This is an optimization exercise on Yosys and OpenROAD, whose aim is small area, not a production implementation. The RTL was checked by simulation tests, not by an equivalence proof against the original design. Power and IR drop assume default switching activity.

run A:
// kavach_top
module kavach_top (
    input  logic        clk,
    input  logic        reset,
    input  logic [11:0] vdd_sample,
    input  logic [11:0] idd_sample,
    input  logic [11:0] temp_sample,
    input  logic        sample_valid,
    input  logic [2:0]  forensic_read_slot,
    input  logic        forensic_read_req,
    input  logic        forensic_read_ack,
    output logic [14:0] threat,
    output logic [4:0]  response,
    output logic [54:0] forensic_entry,
    output logic        forensic_read_valid,
    output logic [3:0]  forensic_count
);
Size in the first run: ~120 I/O pins, roughly 18000 um2 of cells after synthesis.
Settings: LEC_CHECK=0, CAP_MARGIN=20, CORE_MARGIN=2, CORE_UTILIZATION=40, SLEW_MARGIN=20; clock period 8.0 ns.
standard.sh (not shown) runs the stock make flow with config.mk's settings and CLKGATE_MAP_FILE= SYNTH_SCRIPT=/design/flow/synth_recipe.tcl, a recipe that flattens the netlist after the stock synthesis.
==> flow/flow/run.sh <==
#!/bin/bash
# Layout flow: the standard synthesis, then the combinational logic is
# mapped again by ABC for area (every flip-flop, its name, its cell and the
# nets around it are kept), then the standard ORFS layout from floorplan on.
# Ports are buffered with the smallest buffer, and clock tree synthesis
# adds no dummy loads. Each tool writes its full output to a log here.
set -euo pipefail
HERE=$(pwd)
R=$HERE/orfs/results/$FLOW_PLATFORM/kavach_top/base
LIB=$FLOW_HOME/platforms/sky130hd/lib/sky130_fd_sc_hd__tt_025C_1v80.lib

export BUFFER_PORTS_ARGS="-buffer_cell sky130_fd_sc_hd__buf_1"
export CTS_ARGS="-sink_clustering_enable -repair_clock_nets -sink_clustering_size 50 -sink_clustering_max_diameter 60 -dont_use_dummy_load"

# 1. standard synthesis
bash standard.sh synth > synth.log 2>&1

# 2. area re-mapping of the combinational logic
cp "$R/1_2_yosys.v" "$HERE/standard_synth.v"
printf 'set_driving_cell sky130_fd_sc_hd__buf_1\nset_load 5\n' > "$HERE/abc.constr"
cat > "$HERE/remap.ys" <<EOY
read_liberty -ignore_miss_func $LIB
blackbox sky130_fd_sc_hd__dfxtp_1 sky130_fd_sc_hd__edfxtp_1 sky130_fd_sc_hd__conb_1
read_verilog $HERE/standard_synth.v
hierarchy -top $FLOW_TOP
flatten
rename -hide w:*.*
opt_clean -purge
abc -liberty $LIB -dont_use *probe* -dont_use *lpflow* -dont_use *clkdly* -script $HERE/flow/remap.abc -constr $HERE/abc.constr -D 8000
opt_clean -purge
stat -liberty $LIB
write_verilog -noattr -nohex -nodec $HERE/remapped.v
EOY
yosys -l "$HERE/remap.log" "$HERE/remap.ys" > /dev/null 2>&1
cp "$HERE/remapped.v" "$R/1_2_yosys.v"
rm -f "$R/1_synth.odb" "$R/1_synth.sdc"

# 3. standard layout from the re-mapped netlist
bash standard.sh > layout.log 2>&1
==> flow/flow/remap.abc <==
strash
&get -n
&deepsyn -T 60
&put
dch -f
amap
topo
Run A reached the final stage; the timing, DRC and antenna checks on its layout passed.
Modified inputs, run B compared to run A
# run A
export LEC_CHECK = 0
export CAP_MARGIN = 20
export CORE_MARGIN = 2
export CORE_UTILIZATION = 40
export SLEW_MARGIN = 20
create_clock -name core_clock -period 8.0 [get_ports {clk}]
# run B
export LEC_CHECK = 0
export CAP_MARGIN = 20
export CORE_MARGIN = 2
export CORE_UTILIZATION = 60
export PLACE_DENSITY = 0.75
export SLEW_MARGIN = 20
create_clock -name core_clock -period 8.0 [get_ports {clk}]
--- a/flow/flow/run.sh
+++ b/flow/flow/run.sh
@@ -13 +13 @@
-export CTS_ARGS="-sink_clustering_enable -repair_clock_nets -sink_clustering_size 50 -sink_clustering_max_diameter 60 -dont_use_dummy_load"
+export CTS_ARGS="-sink_clustering_enable -repair_clock_nets -sink_clustering_size 16 -sink_clustering_max_diameter 80 -dont_use_dummy_load -buf_list sky130_fd_sc_hd__clkbuf_8"
### Flow results
- Going from run A to run B, synthesized cell count barely changed, via count shows an increase of about 1.4%.
- Looking at post-route fraction of the period consumed by the critical path, run B sits 4.2 points above run A.
> inputs changed (run B -> run C)
# run B
export LEC_CHECK = 0
export CAP_MARGIN = 20
export CORE_MARGIN = 2
export CORE_UTILIZATION = 60
export PLACE_DENSITY = 0.75
export SLEW_MARGIN = 20
create_clock -name core_clock -period 8.0 [get_ports {clk}]
# run C
export LEC_CHECK = 0
export CAP_MARGIN = 20
export CORE_MARGIN = 2
export CORE_UTILIZATION = 40
export SLEW_MARGIN = 20
create_clock -name core_clock -period 8.0 [get_ports {clk}]
--- a/flow/flow/run.sh
+++ b/flow/flow/run.sh
@@ -13 +13 @@
-export CTS_ARGS="-sink_clustering_enable -repair_clock_nets -sink_clustering_size 16 -sink_clustering_max_diameter 80 -dont_use_dummy_load -buf_list sky130_fd_sc_hd__clkbuf_8"
+export CTS_ARGS="-sink_clustering_enable -repair_clock_nets -sink_clustering_size 24 -sink_clustering_max_diameter 100 -dont_use_dummy_load -buf_list {sky130_fd_sc_hd__clkbuf_8 sky130_fd_sc_hd__clkbuf_16}"
==> summary.txt <==
Run C ended up with a higher filler cell count in the final layout than run B did. When run C is set beside run B, its via count turns out to be 1.9% smaller. Sort run B and run C by average routed wire per standard cell, descending, and run B comes first. Max relative contribution of combinational cells to total power across run B and run C: run B.
--- input diff run C..run D ---
--- a/flow/flow/run.sh
+++ b/flow/flow/run.sh
@@ -13 +13 @@
-export CTS_ARGS="-sink_clustering_enable -repair_clock_nets -sink_clustering_size 24 -sink_clustering_max_diameter 100 -dont_use_dummy_load -buf_list {sky130_fd_sc_hd__clkbuf_8 sky130_fd_sc_hd__clkbuf_16}"
+export CTS_ARGS="-sink_clustering_enable -repair_clock_nets -sink_clustering_size 16 -sink_clustering_max_diameter 80 -dont_use_dummy_load -buf_list sky130_fd_sc_hd__clkbuf_8"
==> summary.txt <==
Taking run C as the reference point, the clock buffer count from CTS of run D rises by 12.
Cell area power density is lower on run D
Of the two values seen for last element of the critical path, curr_base[9]$_SDFFE_PP0P_ was produced by run D and volt_base[8]$_SDFFE_PP0P_ by run C.
Multi-input gate share of total cell area of run D is on par with run C.
Re final instance area: run D is 0.54% down on run C.
In the reports for run C and run D, the larger count of routing violations after the opening detailed-route iteration belongs to run D.
Run D vs run C — total number of cells along the worst setup path dropped 1.
Comparing run C and run D, the lower aggregate routed wire length was measured on run C.
Diff run D..run C | layout buffering overhead excluding clock cells | negligible
Run D: share of final layout cell area taken by clock buffers and inverters 0.52 points below run C
Run D against run C: number of max-capacitance violations reported flat, sum of met3 wire segment lengths after detailed routing up about 1.8%.

---

## v41
Starting RTL as in the previous note.
Design kavach_top, start of the top module:
module kavach_top (
    input  logic        clk,
    input  logic        reset,
    input  logic [11:0] vdd_sample,
    input  logic [11:0] idd_sample,
    input  logic [11:0] temp_sample,
    input  logic        sample_valid,
    input  logic [2:0]  forensic_read_slot,
    input  logic        forensic_read_req,
    input  logic        forensic_read_ack,
    output logic [14:0] threat,
    output logic [4:0]  response,
    output logic [54:0] forensic_entry,
    output logic        forensic_read_valid,
    output logic [3:0]  forensic_count
);
export LEC_CHECK = 0
export CAP_MARGIN = 20
export CORE_MARGIN = 2
export CORE_UTILIZATION = 40
export SLEW_MARGIN = 20
create_clock -name core_clock -period 8.0 [get_ports {clk}]
==> flow/flow/run.sh <==
#!/bin/bash
# Layout flow: the standard synthesis, then the combinational logic is
# mapped again by ABC for area (every flip-flop, its name, its cell and the
# nets around it are kept), then the standard ORFS layout from floorplan on.
# Ports are buffered with the smallest buffer, and clock tree synthesis

set -euo pipefail
HERE=$(pwd)
R=$HERE/orfs/results/$FLOW_PLATFORM/kavach_top/base
LIB=$FLOW_HOME/platforms/sky130hd/lib/sky130_fd_sc_hd__tt_025C_1v80.lib

export SKIP_REPAIR_TIE_FANOUT=1
export BUFFER_PORTS_ARGS="-buffer_cell sky130_fd_sc_hd__buf_1"
export CTS_ARGS="-sink_clustering_enable -repair_clock_nets -sink_clustering_size 16 -sink_clustering_max_diameter 80 -dont_use_dummy_load -buf_list sky130_fd_sc_hd__clkbuf_8"

# 1. standard synthesis
bash standard.sh synth > synth.log 2>&1

# 2. area re-mapping of the combinational logic
cp "$R/1_2_yosys.v" "$HERE/standard_synth.v"
printf 'set_driving_cell sky130_fd_sc_hd__buf_1\nset_load 5\n' > "$HERE/abc.constr"
cat > "$HERE/remap.ys" <<EOY
read_liberty -ignore_miss_func $LIB
blackbox sky130_fd_sc_hd__dfxtp_1 sky130_fd_sc_hd__edfxtp_1 sky130_fd_sc_hd__conb_1
read_verilog $HERE/standard_synth.v
hierarchy -top $FLOW_TOP
flatten
rename -hide w:*.*
opt_clean -purge
abc -liberty $LIB -dont_use *probe* -dont_use *lpflow* -dont_use *clkdly* -script $HERE/flow/remap.abc -constr $HERE/abc.constr -D 8000
opt_clean -purge
stat -liberty $LIB
write_verilog -noattr -nohex -nodec $HERE/remapped.v
EOY
yosys -l "$HERE/remap.log" "$HERE/remap.ys" > /dev/null 2>&1
cp "$HERE/remapped.v" "$R/1_2_yosys.v"
rm -f "$R/1_synth.odb" "$R/1_synth.sdc"

# 3. standard layout from the re-mapped netlist
bash standard.sh > layout.log 2>&1
Scripts as last shown in full above: flow/flow/remap.abc
The inputs of v46 differ from those of v41 as listed below.
diff --git a/flow/flow/run.sh b/flow/flow/run.sh
--- a/flow/flow/run.sh
+++ b/flow/flow/run.sh
@@ -3,6 +3,8 @@
 # mapped again by ABC for area (every flip-flop, its name, its cell and the
 # nets around it are kept), then the standard ORFS layout from floorplan on.
-# Ports are buffered with the smallest buffer, and clock tree synthesis
-
+# Changes to the standard layout: ports are buffered with the smallest
+# buffer, the one tie cell of synthesis drives all constant outputs, and
+# clock tree synthesis uses clkbuf_8 leaves and adds no dummy loads.
+# Each tool writes its full output to a log file in this folder.
 set -euo pipefail
 HERE=$(pwd)
[summary]
- Between v46 and v41, the difference in area growth from synthesis to final layout is negligible.
- v46 and v41 ended up with roughly the same data arrival at the endpoint of the critical path.
- Number of standard cells in the layout, taps in and fillers out came out exactly the same in v46 and v41.
- Total of endpoints with negative setup slack in the final report: v41 vs v46, no meaningful difference
- The combinational-cell power consumption on v46 is in line with that on v41.
- Reported for v46 and v41, via count turned out identical to the last digit.
- From v46 to v41, post-route met1 wirelength did not move at all.
- Comparing v46 against v41, there is no change at all in count of clock tree sinks.
- Changes observed in v46 relative to v41: area of the mapped netlist neither gained nor lost much, leakage power neither gained nor lost much.
- Diff v46..v41 | starting density of the core | unchanged
[inputs] v54 vs v46
diff --git a/flow/flow/run.sh b/flow/flow/run.sh
--- a/flow/flow/run.sh
+++ b/flow/flow/run.sh
@@ -5,5 +5,5 @@
 # Changes to the standard layout: ports are buffered with the smallest
 # buffer, the one tie cell of synthesis drives all constant outputs, and
-# clock tree synthesis uses clkbuf_8 leaves and adds no dummy loads.
+# clock tree synthesis uses clkbuf_4 leaves and adds no dummy loads.
 # Each tool writes its full output to a log file in this folder.
 set -euo pipefail
@@ -14,5 +14,5 @@
 export SKIP_REPAIR_TIE_FANOUT=1
 export BUFFER_PORTS_ARGS="-buffer_cell sky130_fd_sc_hd__buf_1"
-export CTS_ARGS="-sink_clustering_enable -repair_clock_nets -sink_clustering_size 16 -sink_clustering_max_diameter 80 -dont_use_dummy_load -buf_list sky130_fd_sc_hd__clkbuf_8"
+export CTS_ARGS="-sink_clustering_enable -repair_clock_nets -sink_clustering_size 10 -sink_clustering_max_diameter 60 -dont_use_dummy_load -buf_list sky130_fd_sc_hd__clkbuf_4"
 
 # 1. standard synthesis
--- outcome ---
Between v46 and v54, the flow reports wire length increasing slightly. Changes observed in v54 relative to v46: fmax now larger; global routing met1 resource utilization barely changed; clock power share went down by 1.5 points. Against v46, final standard cell count with taps included and fillers excluded in v54 rose slightly.
### v54 -> v2
diff --git a/flow/flow/run.sh b/flow/flow/run.sh
--- a/flow/flow/run.sh
+++ b/flow/flow/run.sh
@@ -5,5 +5,5 @@
 # Changes to the standard layout: ports are buffered with the smallest
 # buffer, the one tie cell of synthesis drives all constant outputs, and
-# clock tree synthesis uses clkbuf_4 leaves and adds no dummy loads.
+# clock tree synthesis uses clkbuf_8 leaves and adds no dummy loads.
 # Each tool writes its full output to a log file in this folder.
 set -euo pipefail
### Flow results
Result for v54 and v2: all clean. Post-layout total power: v2 < v54. Setup slack in v2 is larger than in v54. v54 → v2: total placed instance area level, final cell count without fillers level. Between v54 and v2, the difference in effective utilization at floorplan is negligible. v2: overall routed net length is 0.38% lower than what v54 reported.

---

run 1:
The RTL this note starts from:
==> flow/design.v <==
`timescale 1ns/1ps
package kavach_pkg;
    localparam int TIMESTAMP_WIDTH = 16;
    typedef logic [11:0] adc_sample_t;
    typedef enum logic [1:0] {
        SEV_NONE   = 2'd0,
        SEV_MINOR  = 2'd1,
        SEV_MAJOR  = 2'd2,
        SEV_SEVERE = 2'd3
    } severity_e;
    typedef enum logic [2:0] {
        LVL_NONE     = 3'd0,
        LVL_LOW      = 3'd1,
        LVL_MEDIUM   = 3'd2,
        LVL_HIGH     = 3'd3,
        LVL_CRITICAL = 3'd4
    } threat_level_e;
    typedef enum logic [3:0] {
        ATK_NONE         = 4'd0,
        ATK_POWER_GLITCH = 4'd1,
        ATK_THERMAL      = 4'd2,
        ATK_COMBINED     = 4'd3
    } attack_type_e;
    typedef struct packed {
        logic      volt_anomaly;
        logic      curr_anomaly;
        severity_e severity;
    } power_flags_t;
    typedef struct packed {
        logic      temp_hi;
        logic      temp_lo;
        logic      sustained;
        severity_e severity;
    } temp_flags_t;
    typedef struct packed {
        threat_level_e level;
        attack_type_e  attack_type;
        logic [7:0]    score;
    } threat_t;
    typedef struct packed {
        logic alert_irq;
        logic clk_throttle_en;
        logic bus_isolate;
        logic sys_lockdown;
        logic crypto_zeroize;
    } response_t;
    typedef struct packed {
        logic [TIMESTAMP_WIDTH-1:0] timestamp;
        threat_t                    threat;
        adc_sample_t                snap_vdd;
        adc_sample_t                snap_temp;
    } forensic_entry_t;
endpackage
`timescale 1ns/1ps
module kavach_top (
    input  logic        clk,
    input  logic        reset,
    input  logic [11:0] vdd_sample,
    input  logic [11:0] idd_sample,
    input  logic [11:0] temp_sample,
    input  logic        sample_valid,
    input  logic [2:0]  forensic_read_slot,
    input  logic        forensic_read_req,
    input  logic        forensic_read_ack,
    output logic [14:0] threat,
    output logic [4:0]  response,
    output logic [54:0] forensic_entry,
    output logic        forensic_read_valid,
    output logic [3:0]  forensic_count
);
    function automatic logic gt_c(input logic [11:0] x, input logic [11:0] c);
        logic gt, eq;
        gt = 1'b0;
        eq = 1'b1;
        for (int i = 11; i >= 0; i--) begin
            gt = gt | (eq & x[i] & !c[i]);
            eq = eq & (x[i] == c[i]);
        end
        gt_c = gt;
    endfunction
    function automatic logic lt_c(input logic [11:0] x, input logic [11:0] c);
        logic lt, eq;
        lt = 1'b0;
        eq = 1'b1;
        for (int i = 11; i >= 0; i--) begin
            lt = lt | (eq & !x[i] & c[i]);
            eq = eq & (x[i] == c[i]);
        end
        lt_c = lt;
    endfunction
    function automatic logic [12:0] sub12(input logic [11:0] a, input logic [11:0] b);
        logic [12:0] r;
        logic c;
        c = 1'b1;
        for (int i = 0; i < 12; i++) begin
            r[i] = a[i] ^ !b[i] ^ c;
            c    = (a[i] & !b[i]) | (a[i] & c) | (!b[i] & c);
        end
        r[12] = !c;
        sub12 = r;
    endfunction
    function automatic logic [11:0] add12_s5(input logic [11:0] a, input logic [4:0] b);
        logic [4:0] lo;
        logic [6:0] inc, dec;
        logic c, ci, bi;
        c = 1'b0;
        for (int i = 0; i < 5; i++) begin
            lo[i] = a[i] ^ b[i] ^ c;
            c     = (a[i] & b[i]) | (a[i] & c) | (b[i] & c);
        end
        ci = 1'b1;
        bi = 1'b1;
        for (int i = 0; i < 7; i++) begin
            inc[i] = a[i+5] ^ ci;
            ci     = ci & a[i+5];
            dec[i] = a[i+5] ^ bi;
            bi     = bi & !a[i+5];
        end
        if (b[4] == c)
            add12_s5 = {a[11:5], lo};
        else if (c)
            add12_s5 = {inc, lo};
        else
            add12_s5 = {dec, lo};
    endfunction
    function automatic logic [1:0] grade(input logic [12:0] d, input logic [11:0] t);
        logic o1, o2, o4;
        if (!d[12]) begin
            o1 = gt_c(d[11:0], t);
            o2 = gt_c(d[11:0], t << 1);
            o4 = gt_c(d[11:0], t << 2);
        end else begin
            o1 = lt_c(d[11:0], 12'(4096 - 32'(t)));
            o2 = lt_c(d[11:0], 12'(4096 - 2 * 32'(t)));
            o4 = lt_c(d[11:0], 12'(4096 - 4 * 32'(t)));
        end
        grade = o4 ? 2'd3 : o2 ? 2'd2 : o1 ? 2'd1 : 2'd0;
    endfunction
    function automatic logic [2:0] level_of(input logic [1:0] p, input logic [1:0] t);
        level_of = ((p > t) ? {1'b0, p} : {1'b0, t}) + {2'b00, (p != 2'd0) && (t != 2'd0)};
    endfunction
    function automatic logic [14:0] threat_of(input logic [1:0] p, input logic [1:0] t);
        logic [1:0] atk;
        logic [2:0] sum;
        atk = {t != 2'd0, p != 2'd0};
        sum = {1'b0, p} + {1'b0, t};
        threat_of = {level_of(p, t), 2'b00, atk, sum, 5'b00000};
    endfunction
    logic        primed;
    logic [11:0] volt_base, curr_base;
    logic [12:0] volt_diff, curr_diff;
    logic [1:0]  volt_sev, curr_sev, psev_next;
    logic [1:0]  psev;               
    assign volt_diff  = sub12(vdd_sample, volt_base);
    assign curr_diff  = sub12(idd_sample, curr_base);
    assign volt_sev   = grade(volt_diff, 12'd200);
    assign curr_sev   = grade(curr_diff, 12'd150);
    assign psev_next  = (volt_sev > curr_sev) ? volt_sev : curr_sev;
    always_ff @(posedge clk) begin
        if (reset) begin
            primed    <= 1'b0;
            volt_base <= '0;
            curr_base <= '0;
        end else if (sample_valid) begin
            primed <= 1'b1;
            if (!primed) begin
                volt_base <= vdd_sample;
                curr_base <= idd_sample;
            end else begin
                if (volt_sev == 2'd0)
                    volt_base <= add12_s5(volt_base, volt_diff[8:4]);
                if (curr_sev == 2'd0)
                    curr_base <= add12_s5(curr_base, curr_diff[8:4]);
            end
        end
    end
    always_ff @(posedge clk) begin
        if (reset || !primed)
            psev <= 2'd0;
        else
            psev <= psev_next;
    end
    logic [1:0] hi_count;
    logic       cold;
    logic       hot_now;
    logic [1:0] tsev;
    assign hot_now = gt_c(temp_sample, 12'd150);
    always_ff @(posedge clk) begin
        if (reset)
            hi_count <= '0;
        else if (sample_valid)
            hi_count <= !hot_now ? 2'd0 : (hi_count == 2'd3) ? 2'd3 : hi_count + 2'd1;
    end
    always_ff @(posedge clk)
        cold <= lt_c(temp_sample, 12'd100);
    assign tsev = (hi_count == 2'd3) ? 2'd3 : (hi_count != 2'd0) ? 2'd2 : {1'b0, cold};
    logic       flags_valid, threat_valid;
    logic       quiet;                   
    logic [1:0] thr_p, thr_t;            
    logic [2:0] cand_level, thr_level;
    assign cand_level = level_of(psev, tsev);
    assign thr_level  = level_of(thr_p, thr_t);
    always_ff @(posedge clk) begin
        if (reset) begin
            flags_valid  <= 1'b0;
            threat_valid <= 1'b0;
            quiet        <= 1'b0;
            thr_p        <= '0;
            thr_t        <= '0;
        end else begin
            flags_valid  <= sample_valid;
            threat_valid <= flags_valid;
            if (flags_valid) begin
                quiet <= (cand_level == 3'd0);
                if (cand_level >= thr_level) begin
                    thr_p <= psev;
                    thr_t <= tsev;
                end else if (cand_level == 3'd0 && quiet) begin
                    thr_p <= '0;
                    thr_t <= '0;
                end
            end
        end
    end
    assign threat = threat_of(thr_p, thr_t);
    logic [2:0] prev_level;
    logic       lockdown;
    logic       capture;
    always_ff @(posedge clk) begin
        if (reset) begin
            prev_level <= '0;
            lockdown   <= 1'b0;
            capture    <= 1'b0;
        end else begin
            capture <= threat_valid && (thr_level > prev_level) && (thr_level >= 3'd2);
            if (threat_valid) begin
                prev_level <= thr_level;
                if (thr_level == 3'd4)
                    lockdown <= 1'b1;
            end
        end
    end
    assign response = {prev_level != 3'd0, prev_level >= 3'd2, prev_level >= 3'd3,
                       lockdown, lockdown};
    localparam int EW = 44;
    logic [15:0]   cycle_count;
    logic [11:0]   snap_vdd, snap_temp;
    logic [2:0]    wr_ptr;
    logic          full;
    logic          read_valid;
    logic [EW-1:0] log_mem [0:7];
    logic [EW-1:0] entry;
    logic [EW-1:0] new_entry;
    logic [15:0] cycle_next;
    always_comb begin
        logic c;
        c = 1'b1;
        for (int i = 0; i < 16; i++) begin
            cycle_next[i] = cycle_count[i] ^ c;
            c             = c & cycle_count[i];
        end
    end
    assign new_entry = {cycle_count, thr_p, thr_t, snap_vdd, snap_temp};
    always_ff @(posedge clk) begin
        if (sample_valid) begin
            snap_vdd  <= vdd_sample;
            snap_temp <= temp_sample;
        end
    end
    logic [7:0] row_we;
    logic       rd_take;
    logic [7:0] rd_sel;
    assign rd_take = forensic_read_req && !read_valid;
    always_comb begin
        for (int k = 0; k < 8; k++) begin
            row_we[k] = capture && (wr_ptr == 3'(k));
            rd_sel[k] = !read_valid && (forensic_read_slot == 3'(k));
        end
    end
    always_ff @(posedge clk) begin
        for (int k = 0; k < 8; k++)
            log_mem[k] <= (new_entry & {EW{row_we[k]}}) | (log_mem[k] & {EW{!row_we[k]}});
    end
    logic [EW-1:0] entry_next;
    always_comb begin
        entry_next = entry & {EW{read_valid}};
        for (int k = 0; k < 8; k++)
            entry_next = entry_next | (log_mem[k] & {EW{rd_sel[k]}});
    end
    always_ff @(posedge clk)
        entry <= entry_next;
    always_ff @(posedge clk) begin
        if (reset) begin
            cycle_count <= '0;
            wr_ptr      <= '0;
            full        <= 1'b0;
            read_valid  <= 1'b0;
        end else begin
            cycle_count <= cycle_next;
            if (capture) begin
                wr_ptr <= wr_ptr + 3'd1;
                if (wr_ptr == 3'd7)
                    full <= 1'b1;
            end
            if (read_valid) begin
                if (forensic_read_ack)
                    read_valid <= 1'b0;
            end else if (forensic_read_req) begin
                read_valid <= 1'b1;
            end
        end
    end
    assign forensic_entry      = {entry[43:28], threat_of(entry[27:26], entry[25:24]), entry[23:0]};
    assign forensic_read_valid = read_valid;
    assign forensic_count      = full ? 4'd8 : {1'b0, wr_ptr};
endmodule
Settings: LEC_CHECK=0, CAP_MARGIN=20, CORE_MARGIN=2, CORE_UTILIZATION=40, SLEW_MARGIN=20; clock period 8.0 ns.
==> flow/flow/run.sh <==
#!/bin/bash
# Layout flow: the standard synthesis, then the combinational logic is
# mapped again by ABC for area (every flip-flop, its name, its cell and the
# nets around it are kept), then the standard ORFS layout from floorplan on.
# Ports are buffered with the smallest buffer, and clock tree synthesis
# adds no dummy loads. Each tool writes its full output to a log here.
set -euo pipefail
HERE=$(pwd)
R=$HERE/orfs/results/$FLOW_PLATFORM/kavach_top/base
LIB=$FLOW_HOME/platforms/sky130hd/lib/sky130_fd_sc_hd__tt_025C_1v80.lib

export BUFFER_PORTS_ARGS="-buffer_cell sky130_fd_sc_hd__buf_1"
export CTS_ARGS="-sink_clustering_enable -repair_clock_nets -sink_clustering_size 30 -sink_clustering_max_diameter 100 -dont_use_dummy_load"

# 1. standard synthesis
bash standard.sh synth > synth.log 2>&1

# 2. area re-mapping of the combinational logic
cp "$R/1_2_yosys.v" "$HERE/standard_synth.v"
printf 'set_driving_cell sky130_fd_sc_hd__buf_1\nset_load 5\n' > "$HERE/abc.constr"
cat > "$HERE/remap.ys" <<EOY
read_liberty -ignore_miss_func $LIB
blackbox sky130_fd_sc_hd__dfxtp_1 sky130_fd_sc_hd__edfxtp_1 sky130_fd_sc_hd__conb_1
read_verilog $HERE/standard_synth.v
hierarchy -top $FLOW_TOP
flatten
rename -hide w:*.*
opt_clean -purge
abc -liberty $LIB -dont_use *probe* -dont_use *lpflow* -dont_use *clkdly* -script $HERE/flow/remap.abc -constr $HERE/abc.constr -D 8000
opt_clean -purge
stat -liberty $LIB
write_verilog -noattr -nohex -nodec $HERE/remapped.v
EOY
yosys -l "$HERE/remap.log" "$HERE/remap.ys" > /dev/null 2>&1
cp "$HERE/remapped.v" "$R/1_2_yosys.v"
rm -f "$R/1_synth.odb" "$R/1_synth.sdc"

# 3. standard layout from the re-mapped netlist
bash standard.sh > layout.log 2>&1
Scripts as last shown in full above: flow/flow/remap.abc
For run 2, these inputs were changed with respect to run 1:
Settings: changing SLEW_MARGIN from 20 to 5; setting CTS_CLUSTER_DIAMETER to 100 for the first time; setting CTS_CLUSTER_SIZE to 30 for the first time; changing CAP_MARGIN from 20 to 5.
==> comparison <==
Re sum of internal, switching and leakage power: no difference whatsoever between run 2 and run 1. Total clock network power: run 1 vs run 2, no meaningful difference. Comparing run 1 against run 2, there is no change at all in routed length on met3. Changes observed in run 2 relative to run 1: depth of the critical timing path with buffers and inverters included neither gained nor lost much, global routing usage summed across all routing layers neither gained nor lost much, count of clock-net buffers in the final layout neither gained nor lost much, share of the core filled with cells in the final layout neither gained nor lost much. Diff run 2..run 1 | detailed-router iteration count before antenna repair | unchanged. Taking run 1 as the reference, in run 2 layout cell share with drive strength beyond 1 has remained practically unchanged, peak clock frequency supported by timing has remained practically unchanged.
--- input diff run 2..run 3 ---
Settings: a change of SLEW_MARGIN from 5 to 20; a change of CAP_MARGIN from 5 to 20; a deleted CTS_CLUSTER_SIZE that had been 30; a deleted CTS_CLUSTER_DIAMETER that had been 100.
--- a/flow/flow/run.sh
+++ b/flow/flow/run.sh
@@ -5,3 +5,3 @@
 # Ports are buffered with the smallest buffer, and clock tree synthesis
-# adds no dummy loads. Each tool writes its full output to a log here.
+
 set -euo pipefail
@@ -12,3 +12,3 @@
 export BUFFER_PORTS_ARGS="-buffer_cell sky130_fd_sc_hd__buf_1"
-export CTS_ARGS="-sink_clustering_enable -repair_clock_nets -sink_clustering_size 30 -sink_clustering_max_diameter 100 -dont_use_dummy_load"
+export CTS_ARGS="-sink_clustering_enable -repair_clock_nets -sink_clustering_size 16 -sink_clustering_max_diameter 80 -dont_use_dummy_load -buf_list sky130_fd_sc_hd__clkbuf_8"
 
[summary]
In summary, run 3 completed successfully, with a layout that passed the timing, DRC and antenna checks. [compare] base=run 2 new=run 3: met1 track demand over resource roughly the same; data required time of the worst path saw an increase. Relative to run 2, the smallest setup slack after layout of run 3 is higher by 0.086 ns. Clock transition at the registers of the reported paths essentially unchanged between run 3 and run 2. NOTE maximum vdd drop run 2->run 3 decreased by more than 10%. Between run 2 and run 3, the count of fill cells added during filler insertion is lower for run 2. Comparing run 2 and run 3, the lower total chip power was measured on run 3. Run 3 vs run 2 — count of clock-buffer cells in the layout rose 71%.

-- re-timing with driven ports --
In the flow no input, the clock included, has a driving cell. The finished layouts below were timed again as built, in two steps.
Step 1 (the two cells are an assumption about what drives the block):
set clk [get_ports {clk}]
set_driving_cell -lib_cell sky130_fd_sc_hd__clkbuf_16 $clk
set_driving_cell -lib_cell sky130_fd_sc_hd__buf_2 [delete_from_list [all_inputs] $clk]
Step 2 times the ports against the registers' clock, not the clock port: input delays grow and output delays shrink by t, the midpoint of the rising clock arrivals with the driver on.
a / b / c = ideal ports / drivers / drivers and shift; a / b = the first two.
run | shift t [ns] | setup WS [ns] | worst data-port slew with drivers (ns) | cell pins on the clock port's net
run A | 0.631 | 2.262 / 2.295 / 1.664 | 0.10 | 1
run B | 0.580 | 1.928 / 1.934 / 1.354 | 0.07 | 1
run C | 0.585 | 2.270 / 2.303 / 1.718 | 0.10 | 1
run D | 0.592 | 2.281 / 2.312 / 1.720 | 0.10 | 1
v41 | 0.586 | 1.965 / 1.993 / 1.407 | 0.05 | 1
v46 | 0.586 | 1.965 / 1.993 / 1.407 | 0.05 | 1
v54 | 0.761 | 2.115 / 2.146 / 1.385 | 0.06 | 1
v2 | 0.805 | 2.314 / 2.341 / 1.536 | 0.07 | 1
run 1 | 0.574 | 1.985 / 2.003 / 1.429 | 0.06 | 1
run 2 | 0.574 | 1.985 / 2.003 / 1.429 | 0.06 | 1
run 3 | 0.620 | 2.071 / 2.088 / 1.468 | 0.06 | 1
After both steps every run listed still meets setup and hold. The setup slack of v2, which loses most, moves by +0.027 ns with the drivers and by -0.778 ns with both steps.
